What follows belongs to an exercise in optimizing a design on an open flow for small area; a production flow would make more cautious choices.
Only simulation tests tie the RTL to the original design; equivalence was not proved.
Power figures rest on the tool's default switching activity, not on a simulated workload.

==> wip/nickel: inputs <==
==> flow/design.v <==
module io_map_sync #(
  parameter int PIN_NUM     = 24,
  parameter int CFG_NBIT    = 8,
  parameter int MIPI_GP_NUM = 4,
  parameter int FREQ_GP_NUM = 4,
  parameter int SYNC_STAGES = 2,
  parameter int TURN_CYCLES = 4
) (
  input  logic                        clk,
  input  logic                        rst,
  input  logic [PIN_NUM*CFG_NBIT-1:0] i_cfg,
  input  logic                        i_cfg_vld,
  output logic                        o_cfg_busy,
  output logic                        o_cfg_done,
  output logic                        o_cfg_err,
  input  logic [PIN_NUM-1:0]          o_ioctrl_dir,
  input  logic [PIN_NUM-1:0]          o_ioctrl_db,
  output logic [PIN_NUM-1:0]          i_ioctrl_db,
  input  logic [MIPI_GP_NUM-1:0]      mipi_sclk,
  input  logic [MIPI_GP_NUM-1:0]      mipi_sdo,
  input  logic [MIPI_GP_NUM-1:0]      mipi_sdo_en,
  output logic [MIPI_GP_NUM-1:0]      mipi_sdi,
  output logic [FREQ_GP_NUM-1:0]      freq_io,
  input  logic [PIN_NUM-1:0]          i_io_db,
  output logic [PIN_NUM-1:0]          o_io_dir,
  output logic [PIN_NUM-1:0]          o_io_db
);
  localparam int CW = $clog2(TURN_CYCLES + 2);
  localparam int NW = $clog2(PIN_NUM + 1);
  logic [PIN_NUM-1:0][CFG_NBIT-1:0] cfg, active;
  logic [PIN_NUM-1:0] chg, chg_new, dir_d, db_d, sp, is_gpio, is_mipi;
  logic [PIN_NUM-1:0] r_dir_n, r_db_n;
  logic [SYNC_STAGES-1:0][PIN_NUM-1:0] sync_n;
  logic [PIN_NUM-1:0][MIPI_GP_NUM-1:0] is_sclk, is_sda;
  logic [PIN_NUM-1:0][FREQ_GP_NUM-1:0] is_frq;
  logic [CW-1:0] cnt, cnt_d;
  logic ld, ld_ok, hold_ok, keep_chg, conflict;
  assign cfg = i_cfg;
  assign o_cfg_busy = cnt != '0;
  assign o_cfg_done = cnt == CW'(1);
  assign ld = i_cfg_vld && cnt == '0;
  assign ld_ok = ld && !rst;
  assign hold_ok = !ld && !rst;
  assign keep_chg = cnt > CW'(1) && !rst;
  for (genvar m = 0; m < PIN_NUM; m++) begin : g_pin
    logic [7:0] lo;
    logic hz, blk0, blk1, blk3;
    assign chg_new[m] = cfg[m] != active[m];
    assign hz = active[m][7:5] == 3'd0;
    assign blk0 = hz & active[m][4:3] == 2'b00;
    assign blk1 = hz & active[m][4:3] == 2'b01;
    assign blk3 = hz & active[m][4:3] == 2'b11;
    for (genvar j = 0; j < 8; j++) begin : g_lo
      assign lo[j] = active[m][2:0] == 3'(j);
    end
    assign is_sclk[m] = {4{blk0}} & lo[4:1];
    assign is_sda[m] = {blk1 & lo[0], {3{blk0}} & lo[7:5]};
    assign is_frq[m] = {4{blk3}} & lo[4:1];
    assign is_mipi[m] = |is_sclk[m] | |is_sda[m];
    assign is_gpio[m] = !(is_mipi[m] || |is_frq[m]);
    assign dir_d[m] = (is_gpio[m] & o_ioctrl_dir[m]) | (|is_sclk[m]) |
                      (|(is_sda[m] & mipi_sdo_en));
    assign db_d[m] = (is_gpio[m] & o_ioctrl_db[m]) | (|(is_sclk[m] & mipi_sclk)) |
                     (|(is_sda[m] & mipi_sdo));
  end
  assign o_io_dir = ~(r_dir_n | chg);
  assign o_io_db = ~(r_db_n | chg);
  assign sp = ~(sync_n[SYNC_STAGES-1] | chg);
  always_comb begin
    mipi_sdi = '0;
    freq_io = '0;
    for (int m = 0; m < PIN_NUM; m++) begin
      i_ioctrl_db[m] = is_gpio[m] & sp[m];
      mipi_sdi = mipi_sdi | (is_sda[m] & {MIPI_GP_NUM{sp[m]}});
      freq_io = freq_io | (is_frq[m] & {FREQ_GP_NUM{sp[m]}});
    end
  end
  logic [2*MIPI_GP_NUM-1:0] seen;
  logic [NW-1:0] n_pins, n_seen;
  always_comb begin
    seen = '0;
    n_pins = '0;
    n_seen = '0;
    for (int m = 0; m < PIN_NUM; m++) begin
      seen = seen | {is_sda[m], is_sclk[m]};
      n_pins = n_pins + NW'(is_mipi[m]);
    end
    for (int g = 0; g < 2 * MIPI_GP_NUM; g++) n_seen = n_seen + NW'(seen[g]);
    conflict = n_pins != n_seen;
  end
  always_comb begin
    cnt_d = cnt;
    if (ld) cnt_d = |chg_new ? CW'(TURN_CYCLES + 1) : CW'(1);
    else if (cnt != '0) cnt_d = cnt - CW'(1);
  end
  always_ff @(posedge clk) begin
    for (int m = 0; m < PIN_NUM; m++)
      active[m] <= (cfg[m] & {CFG_NBIT{ld_ok}}) | (active[m] & {CFG_NBIT{hold_ok}});
    chg <= {PIN_NUM{rst}} | (chg_new & {PIN_NUM{ld_ok}}) | (chg & {PIN_NUM{keep_chg}});
    r_dir_n <= ~dir_d;
    r_db_n <= ~db_d;
    sync_n[0] <= ~(i_io_db & {PIN_NUM{!rst}});
    sync_n[SYNC_STAGES-1:1] <= sync_n[SYNC_STAGES-2:0];
    if (rst) begin
      cnt <= '0;
      o_cfg_err <= 1'b0;
    end else begin
      cnt <= cnt_d;
      if (cnt == CW'(1)) o_cfg_err <= conflict;
    end
  end
endmodule
==> flow/flow/run.sh <==
#!/bin/bash
# The standard ORFS layout with two changes:
# - synthesis maps logic with flow/abc_area.script (a stronger area-recovery ABC script) in
#   place of ORFS's abc_area.script; everything else in synthesis is the standard
#   synthesis (synth_recipe.tcl), so the registers and their names are unchanged;
# - every port gets the smallest buffer (buf_1) instead of buffer_ports' default choice.
set -euo pipefail
here=$(pwd)
rm -rf "$here/scripts_abc"
cp -r "$FLOW_HOME/scripts" "$here/scripts_abc"
cp "$here/flow/abc_area.script" "$here/scripts_abc/abc_area.script"
SCRIPTS_DIR="$here/scripts_abc" bash standard.sh synth > synth.log 2>&1
export BUFFER_PORTS_ARGS="-buffer_cell sky130_fd_sc_hd__buf_1"
bash standard.sh > layout.log 2>&1
==> flow/flow/abc_area.script <==
&get -n
&st
&dch -f
&nf -R 1000
&st
&dch -f
&nf -R 1000
&put
topo
==> flow/standard.sh <==
#!/bin/bash
# synth_recipe.tcl (not shown) runs the flow's synth.tcl, then flattens the netlist and writes it again
# the make line also repeats each setting of config.mk as NAME=value (left out here)
make -C /OpenROAD-flow-scripts/flow DESIGN_CONFIG=/design/flow/config.mk WORK_HOME=/design/flow/orfs CLKGATE_MAP_FILE= SYNTH_SCRIPT=/design/flow/synth_recipe.tcl "${@:-finish}"
==> flow/config.mk <==
export PLATFORM = sky130hd
export DESIGN_NAME = io_map_sync
export DESIGN_NICKNAME = io_map_sync
export VERILOG_FILES = /design/flow/design.v
export SDC_FILE = /design/flow/constraint.sdc
export NUM_CORES = 4
export LEC_CHECK = 0
export ABC_AREA = 1
export CAP_MARGIN = 20
export CORE_MARGIN = 2
export CORE_UTILIZATION = 45
export SLEW_MARGIN = 20
==> flow/constraint.sdc <==
create_clock -name core_clock -period 7.0 [get_ports {clk}]
set_input_delay 1.4000 -clock core_clock [delete_from_list [all_inputs] [get_ports {clk}]]
set_output_delay 1.4000 -clock core_clock [all_outputs]
set_load 0.01 [all_outputs]
==> inputs of wip/fjord, as changes to wip/nickel <==
--- a/flow/flow/run.sh
+++ b/flow/flow/run.sh
@@ -4,5 +4,6 @@
 #   place of ORFS's abc_area.script; everything else in synthesis is the standard
 #   synthesis (synth_recipe.tcl), so the registers and their names are unchanged;
-# - every port gets the smallest buffer (buf_1) instead of buffer_ports' default choice.
+# - every port gets the smallest buffer (buf_1) instead of buffer_ports' default choice;
+# - the clock tree is built from clkbuf_4 cells, without dummy loads.
 set -euo pipefail
 here=$(pwd)
@@ -12,3 +13,4 @@
 SCRIPTS_DIR="$here/scripts_abc" bash standard.sh synth > synth.log 2>&1
 export BUFFER_PORTS_ARGS="-buffer_cell sky130_fd_sc_hd__buf_1"
+export CTS_ARGS="-sink_clustering_enable -repair_clock_nets -buf_list sky130_fd_sc_hd__clkbuf_4 -dont_use_dummy_load -sink_buffer_max_cap_derate 1.0 -sink_clustering_size 9 -sink_clustering_max_diameter 60"
 bash standard.sh > layout.log 2>&1
- CORE_UTILIZATION: 45 -> 55
==> comparison <==
wip/fjord produced a layout that fails on capacitance limit, slew limit. wip/nickel went through all stages and came out clean. Of wip/fjord and wip/nickel, wip/nickel has the higher hold slack (gap 0.0044 ns). Of wip/fjord and wip/nickel, wip/nickel has the higher power (gap about 10%, measured against wip/nickel). Between wip/fjord and wip/nickel, the lower clock power is in wip/fjord (gap 52%, measured against wip/nickel). Die area: wip/fjord is lower than wip/nickel (18%). Wire length: wip/fjord is smaller than wip/nickel (about 5%). Between wip/nickel and wip/fjord, the lower core utilization is in wip/nickel (gap 9.1 points). In combinational power, wip/nickel and wip/fjord hardly differ.
==> figures <==
| quantity | wip/fjord | wip/nickel |
|---|---|---|
| Vias per cell | 6.98 | 6.59 |
| Final-layout clock-cell area share | 0.0158 | 0.0529 |
| Multi-input combinational area share | 0.566 | 0.540 |
| Max Freq | 160 MHz | 164 MHz |
| Area after detailed placement | 20,100 um2 | 20,300 um2 |
| Post-route worst setup slack | 0.766 ns | 0.908 ns |
| Share of final-layout standard cells stronger than drive strength 1 | 0.0310 | 0.0358 |
| Status | failed layout checks | finished clean |
| Layout check failures | capacitance limit, slew limit | - |
| Hold path endpoint | sync_n[35] | sync_n[46] |
| Power share of the combinational group | 0.583 | 0.522 |
| Crit share post-route | 0.891 | 0.870 |
| Number of cells after detailed placement | 2,914 | 3,008 |
| Final cell count without fillers | 2,959 | 3,070 |
| Placer Congestion | 1.08 | 1.03 |
| Area of the multi-input gates | 11,600 um2 | 11,600 um2 |

[re-timing with driven ports]
How much do the figures lean on ideal ports? The routed layouts below were timed once more, with nothing changed but the port constraints.
Step 1: set_driving_cell puts a clkbuf_16 on clk and a buf_2 on each other input, an assumption about the parent block.
Step 2, shift: input delay + t, output delay - t, t = (earliest + latest rising clock arrival at the registers) / 2. This alone moves slack from input paths to output paths.
a / b / c = ideal ports / drivers / drivers and shift; a / b = the first two.
run | t, ns | setup WS [ns] | hold slack, ns
wip/nickel | 0.604 | 0.908 / 0.908 / 0.908 | 0.321 / 0.321 / 0.321
wip/fjord | 0.832 | 0.766 / 0.766 / 0.766 | 0.317 / 0.317 / 0.317
